This design comes from an exercise in tuning for small area and a short achievable clock period on the open sky130 flow, not from production work.
The RTL was checked by simulation tests, not by an equivalence proof against the original design.
No activity file was given, so power comes from the tool's default toggle rates.

==> flow/design.v <==
package conv_types_pkg;
    typedef logic [8-1:0] pixel_t;
    typedef struct packed {
        pixel_t p2;     
        pixel_t p1;
        pixel_t p0;     
    } column_t;
    typedef struct packed {
        column_t c2;    
        column_t c1;
        column_t c0;    
    } window_t;
    typedef logic [9-1:0] fm_addr_t;
endpackage
package conv_ctrl_pkg;
    typedef enum logic [1:0] {
        IDLE  = 2'b00,
        WORK  = 2'b01,
        PAUSE = 2'b10
    } conv_state_e;
endpackage
`timescale 1ns/1ps
module conv_ctrl (
    input  logic i_Clk,
    input  logic i_reset,
    input  logic i_f_start,
    input  logic i_f_stop,
    output logic o_shift,      
    output logic o_idle,       
    output logic o_idle_next,  
    output logic o_full_new    
);
    conv_ctrl_pkg::conv_state_e state_q;
    conv_ctrl_pkg::conv_state_e state_d;
    logic [1:0] fill_q;
    logic [1:0] fill_d;
    always_comb begin
        state_d = state_q;
        fill_d  = fill_q;
        case (state_q)
            conv_ctrl_pkg::IDLE: begin
                fill_d = 2'b00;
                if (i_f_start)
                    state_d = conv_ctrl_pkg::WORK;
            end
            conv_ctrl_pkg::WORK: begin
                fill_d = {fill_q[0] | fill_q[1], 1'b1};
                if (i_f_stop)
                    state_d = conv_ctrl_pkg::PAUSE;
            end
            conv_ctrl_pkg::PAUSE: begin
                if (i_f_start)
                    state_d = conv_ctrl_pkg::WORK;
                else if (i_f_stop)
                    state_d = conv_ctrl_pkg::IDLE;
            end
            default: begin
                state_d = conv_ctrl_pkg::IDLE;
                fill_d  = 2'b00;
            end
        endcase
    end
    always_ff @(posedge i_Clk or negedge i_reset) begin
        if (!i_reset) begin
            state_q    <= conv_ctrl_pkg::IDLE;
            fill_q     <= 2'b00;
            o_full_new <= 1'b0;
        end else begin
            state_q    <= state_d;
            fill_q     <= fill_d;
            o_full_new <= (state_q == conv_ctrl_pkg::WORK) && fill_q[1];
        end
    end
    assign o_shift = (state_q == conv_ctrl_pkg::WORK);
    assign o_idle      = (state_q == conv_ctrl_pkg::IDLE);
    assign o_idle_next = (state_d == conv_ctrl_pkg::IDLE);
endmodule
`timescale 1ns/1ps
module conv_window (
    input  logic                    i_Clk,
    input  logic                    i_shift,
    input  conv_types_pkg::column_t i_column,
    output conv_types_pkg::pixel_t  o_cs2,    
    output conv_types_pkg::pixel_t  o_cs1,
    output conv_types_pkg::pixel_t  o_cs0     
);
    conv_types_pkg::pixel_t cs2_q, cs1_q, cs0_q;
    always_ff @(posedge i_Clk) begin
        if (i_shift) begin
            cs0_q <= cs1_q;
            cs1_q <= cs2_q;
            cs2_q <= i_column.p0 + i_column.p1 + i_column.p2;
        end
    end
    assign o_cs2 = cs2_q;
    assign o_cs1 = cs1_q;
    assign o_cs0 = cs0_q;
endmodule
`timescale 1ns/1ps
module conv_mac (
    input  logic                   i_Clk,
    input  logic                   i_reset,
    input  conv_types_pkg::pixel_t i_cs2,
    input  conv_types_pkg::pixel_t i_cs1,
    input  conv_types_pkg::pixel_t i_cs0,
    input  logic                   i_full_new,
    output conv_types_pkg::pixel_t o_data,
    output logic                   o_valid,
    output conv_types_pkg::pixel_t o_wr_data    
);
    conv_types_pkg::pixel_t sum;
    assign sum = i_cs2 + i_cs1 + i_cs0;
    always_ff @(posedge i_Clk) begin
        if (i_full_new)
            o_wr_data <= sum;
    end
    always_ff @(posedge i_Clk or negedge i_reset) begin
        if (!i_reset) begin
            o_data  <= '0;
            o_valid <= 1'b0;
        end else begin
            o_valid <= i_full_new;
            if (i_full_new)
                o_data <= sum;
        end
    end
endmodule
`timescale 1ns/1ps
module feature_map_ram (
    input  logic                     i_Clk,
    input  logic                     i_reset,
    input  logic                     i_clear,
    input  logic                     i_wr_en,
    input  logic                     i_wr_en_next,   
    input  logic                     i_clear_next,   
    input  conv_types_pkg::pixel_t   i_wr_data,
    input  conv_types_pkg::fm_addr_t i_rd_addr,
    output conv_types_pkg::pixel_t   o_rd_data,
    output logic                     o_fm_full
);
    localparam int N    = 417;
    localparam int AW   = 9;
    localparam int CW   = 5;                         
    localparam int COLS = 1 << CW;
    localparam int ROWS = (N + COLS - 1) / COLS;
    conv_types_pkg::pixel_t mem [0:N-1];
    logic [COLS-1:0]        wp_col;                  
    logic [ROWS-1:0]        wp_row;                  
    logic                   full_q, full_d;
    logic                   wr_ok, wr_ok_q;
    assign o_fm_full = full_q;
    assign wr_ok     = wr_ok_q;
    always_comb begin
        full_d = full_q;
        if (i_clear)
            full_d = 1'b0;
        else if (wr_ok)
            full_d = wp_row[(N - 1) / COLS] && wp_col[(N - 1) % COLS];
    end
    always_ff @(posedge i_Clk or negedge i_reset) begin
        if (!i_reset) begin
            wp_col <= COLS'(1);
            wp_row <= ROWS'(1);
        end else if (i_clear) begin
            wp_col <= COLS'(1);
            wp_row <= ROWS'(1);
        end else if (wr_ok) begin
            wp_col <= {wp_col[COLS-2:0], wp_col[COLS-1]};
            if (wp_col[COLS-1])
                wp_row <= {wp_row[ROWS-2:0], 1'b0};
        end
    end
    always_ff @(posedge i_Clk or negedge i_reset) begin
        if (!i_reset) begin
            full_q  <= 1'b0;
            wr_ok_q <= 1'b0;
        end else begin
            full_q  <= full_d;
            wr_ok_q <= i_wr_en_next && !full_d && !i_clear_next;
        end
    end
    logic [COLS-1:0] r_col;
    logic [ROWS-1:0] w_row, r_row;
    always_comb begin
        for (int c = 0; c < COLS; c++)
            r_col[c] = (i_rd_addr[CW-1:0] == CW'(c));
        for (int r = 0; r < ROWS; r++) begin
            w_row[r] = wp_row[r] && wr_ok;
            r_row[r] = (i_rd_addr[AW-1:CW] == (AW - CW)'(r));
        end
    end
    for (genvar i = 0; i < N; i++) begin : g_word
        always_ff @(posedge i_Clk) begin
            if (w_row[i / COLS] && wp_col[i % COLS])
                mem[i] <= i_wr_data;
        end
    end
    conv_types_pkg::pixel_t col_rd [0:COLS-1];
    conv_types_pkg::pixel_t rd_lo_d, rd_hi_d;
    conv_types_pkg::pixel_t rd_lo_q, rd_hi_q;
    always_comb begin
        for (int c = 0; c < COLS; c++) begin
            col_rd[c] = '0;
            for (int r = 0; r < ROWS; r++) begin
                if (r * COLS + c < N)
                    col_rd[c] = col_rd[c] | (mem[(r * COLS + c) % N] & {8{r_row[r]}});
            end
        end
        rd_lo_d = '0;
        rd_hi_d = '0;
        for (int c = 0; c < COLS / 2; c++)
            rd_lo_d = rd_lo_d | (col_rd[c] & {8{r_col[c]}});
        for (int c = COLS / 2; c < COLS; c++)
            rd_hi_d = rd_hi_d | (col_rd[c] & {8{r_col[c]}});
    end
    always_ff @(posedge i_Clk) begin
        rd_lo_q <= rd_lo_d;
        rd_hi_q <= rd_hi_d;
    end
    assign o_rd_data = rd_lo_q | rd_hi_q;
endmodule
`timescale 1ns/1ps
module conv_top (
    input  logic                     i_Clk,
    input  logic                     i_reset,
    input  conv_types_pkg::column_t  i_column,
    input  logic                     i_f_start,
    input  logic                     i_f_stop,
    input  conv_types_pkg::fm_addr_t i_rd_addr,
    output conv_types_pkg::pixel_t   o_data,
    output logic                     o_valid,
    output logic                     o_fm_full,
    output conv_types_pkg::pixel_t   o_rd_data
);
    logic                   shift, idle, idle_next, full_new;
    conv_types_pkg::pixel_t cs2, cs1, cs0;
    conv_types_pkg::pixel_t wr_data;
    conv_ctrl u_ctrl (
        .i_Clk      (i_Clk),
        .i_reset    (i_reset),
        .i_f_start  (i_f_start),
        .i_f_stop   (i_f_stop),
        .o_shift    (shift),
        .o_idle     (idle),
        .o_idle_next(idle_next),
        .o_full_new (full_new)
    );
    conv_window u_window (
        .i_Clk    (i_Clk),
        .i_shift  (shift),
        .i_column (i_column),
        .o_cs2    (cs2),
        .o_cs1    (cs1),
        .o_cs0    (cs0)
    );
    conv_mac u_mac (
        .i_Clk      (i_Clk),
        .i_reset    (i_reset),
        .i_cs2      (cs2),
        .i_cs1      (cs1),
        .i_cs0      (cs0),
        .i_full_new (full_new),
        .o_data     (o_data),
        .o_valid    (o_valid),
        .o_wr_data  (wr_data)
    );
    feature_map_ram u_fm_ram (
        .i_Clk      (i_Clk),
        .i_reset    (i_reset),
        .i_clear    (idle),
        .i_wr_en    (o_valid),
        .i_wr_en_next(full_new),
        .i_clear_next(idle_next),
        .i_wr_data  (wr_data),
        .i_rd_addr  (i_rd_addr),
        .o_rd_data  (o_rd_data),
        .o_fm_full  (o_fm_full)
    );
endmodule
clock: 5.0 ns
lec_check: 0
cap_margin: 20
core_margin: 2
core_utilization: 45
cts_cluster_diameter: 80
cts_cluster_size: 25
place_density: 0.72
setup_slack_margin: 2.5
slew_margin: 60
synth_memory_max_bits: 8192
run.sh (not shown) runs the stock make flow with config.mk's settings and CLKGATE_MAP_FILE= SYNTH_SCRIPT=/design/flow/synth_recipe.tcl, a recipe that flattens the netlist after the stock synthesis.
Edit:
==> flow/flow/run.sh (new file) <==
#!/bin/bash
# Layout flow: the standard ORFS flow (standard.sh, unchanged synthesis),
# with the input and output ports buffered by buf_4 cells instead of the
# resizer's default pick (a slow delay cell), so the port paths start fast.
# The full output of the flow goes to flow_make.log in this folder.
set -euo pipefail
export BUFFER_PORTS_ARGS="-buffer_cell sky130_fd_sc_hd__buf_4"
bash standard.sh finish > flow_make.log 2>&1
==> flow/standard.sh (new file) <==
#!/bin/bash
# synth_recipe.tcl (not shown) runs the flow's synth.tcl, then flattens the netlist and writes it again
# the make line also repeats each setting of config.mk as NAME=value (left out here)
make -C /OpenROAD-flow-scripts/flow DESIGN_CONFIG=/design/flow/config.mk WORK_HOME=/design/flow/orfs CLKGATE_MAP_FILE= SYNTH_SCRIPT=/design/flow/synth_recipe.tcl "${@:-finish}"
Settings changed: PLACE_DENSITY 0.72 to not set.
removed: flow/run.sh
Maximum frequency went up by 0.56%.
Global-route usage went up by 2.0 points.
Worst setup slack is better by 17 ps.
Final cell count barely changes.
Final area stays flat.
Die area is unchanged.
Via count went down by 1.3%.
Routed wire length went up by 6.4%.
Non-clock buffer count went up by 11.

* * *

Another version of the RTL of conv_top (not shown whole).
Size: roughly 7100 cells after synthesis, roughly 0.13 mm^2 of cells after synthesis.
clock: 5.0 ns
lec_check: 0
cap_margin: 20
core_margin: 2
core_utilization: 45
cts_cluster_diameter: 80
cts_cluster_size: 25
setup_slack_margin: 2.5
slew_margin: 60
synth_memory_max_bits: 8192
Stock flow here: none of the scripts above is used.
The starting point passed the timing, design-rule and antenna checks.
Then changed:
==> flow/flow/run.sh (new file) <==
#!/bin/bash
# Layout flow: the standard ORFS flow (standard.sh, unchanged synthesis),
# with the input and output ports buffered by buf_4 cells instead of the
# resizer's default pick (a slow delay cell), so the port paths start fast.
# The full output of the flow goes to flow_make.log in this folder.
set -euo pipefail
export BUFFER_PORTS_ARGS="-buffer_cell sky130_fd_sc_hd__buf_4"
bash standard.sh finish > flow_make.log 2>&1
==> flow/standard.sh (new file) <==
#!/bin/bash
# synth_recipe.tcl (not shown) runs the flow's synth.tcl, then flattens the netlist and writes it again
# the make line also repeats each setting of config.mk as NAME=value (left out here)
make -C /OpenROAD-flow-scripts/flow DESIGN_CONFIG=/design/flow/config.mk WORK_HOME=/design/flow/orfs CLKGATE_MAP_FILE= SYNTH_SCRIPT=/design/flow/synth_recipe.tcl "${@:-finish}"
removed: flow/run.sh
Outcome:
- The changed run went through all stages and came out clean
- flip-flop and latch count stays the same
- hold slack improved by 0.25 ns
- global-route usage decreases by 0.61 points
- final area is about the same
- clock skew fell by 0.019 ns
Then changed:
==> flow/run.sh (new file) <==
#!/bin/bash
# synth_recipe.tcl (not shown) runs the flow's synth.tcl, then flattens the netlist and writes it again
# the make line also repeats each setting of config.mk as NAME=value (left out here)
make -C /OpenROAD-flow-scripts/flow DESIGN_CONFIG=/design/flow/config.mk WORK_HOME=/design/flow/orfs CLKGATE_MAP_FILE= SYNTH_SCRIPT=/design/flow/synth_recipe.tcl finish
--- a/flow/config.mk
+++ b/flow/config.mk
@@ -12,2 +12,3 @@
 export CTS_CLUSTER_SIZE = 25
+export PLACE_DENSITY = 0.72
 export SETUP_SLACK_MARGIN = 2.5
removed: flow/flow/run.sh
removed: flow/standard.sh
Result: Combinational power falls by about 2%. Cell count shrinks by 0.66%. Non-clock buffer count went down by 37. Wire length shrinks by 5.9%. Worst hold slack loses 0.23 ns. Synthesized area stays the same. Register-to-register slack stays flat. Global-route usage is lower by 0.91 points.

## re-timing with driven ports
How much do the figures lean on ideal ports? The routed layouts below were timed once more, with nothing changed but the port constraints. Step 1, drivers: a clkbuf_16 drives i_Clk and a buf_2 each remaining input, both assumed. Step 2, shift: input delay + t, output delay - t, t = (earliest + latest rising clock arrival at the registers) / 2. This alone moves slack from input paths to output paths. a / b / c = no drivers / after step 1 / after step 2; a / b = the first two.
| run | t, ns | setup WS [ns] | latest minus earliest clock arrival (ns) |
|---|---|---|---|
| the first run of note 1 | 0.971 | 1.956 / 1.868 / 0.898 | 0.092 / 0.091 |
| the second run of note 1 | 0.960 | 1.973 / 1.892 / 0.932 | 0.068 / 0.068 |
| the first run of note 2 | 0.980 | 1.691 / 1.737 / 0.757 | 0.073 / 0.072 |
| the second run of note 2 | 0.976 | 1.879 / 1.775 / 0.799 | 0.056 / 0.056 |
| the third run of note 2 | 0.962 | 1.634 / 1.685 / 0.723 | 0.053 / 0.054 |
After both steps every run listed still meets setup and hold. The setup slack of the second run of note 2, which loses most, moves by -0.104 ns with the drivers and by -1.080 ns with both steps.
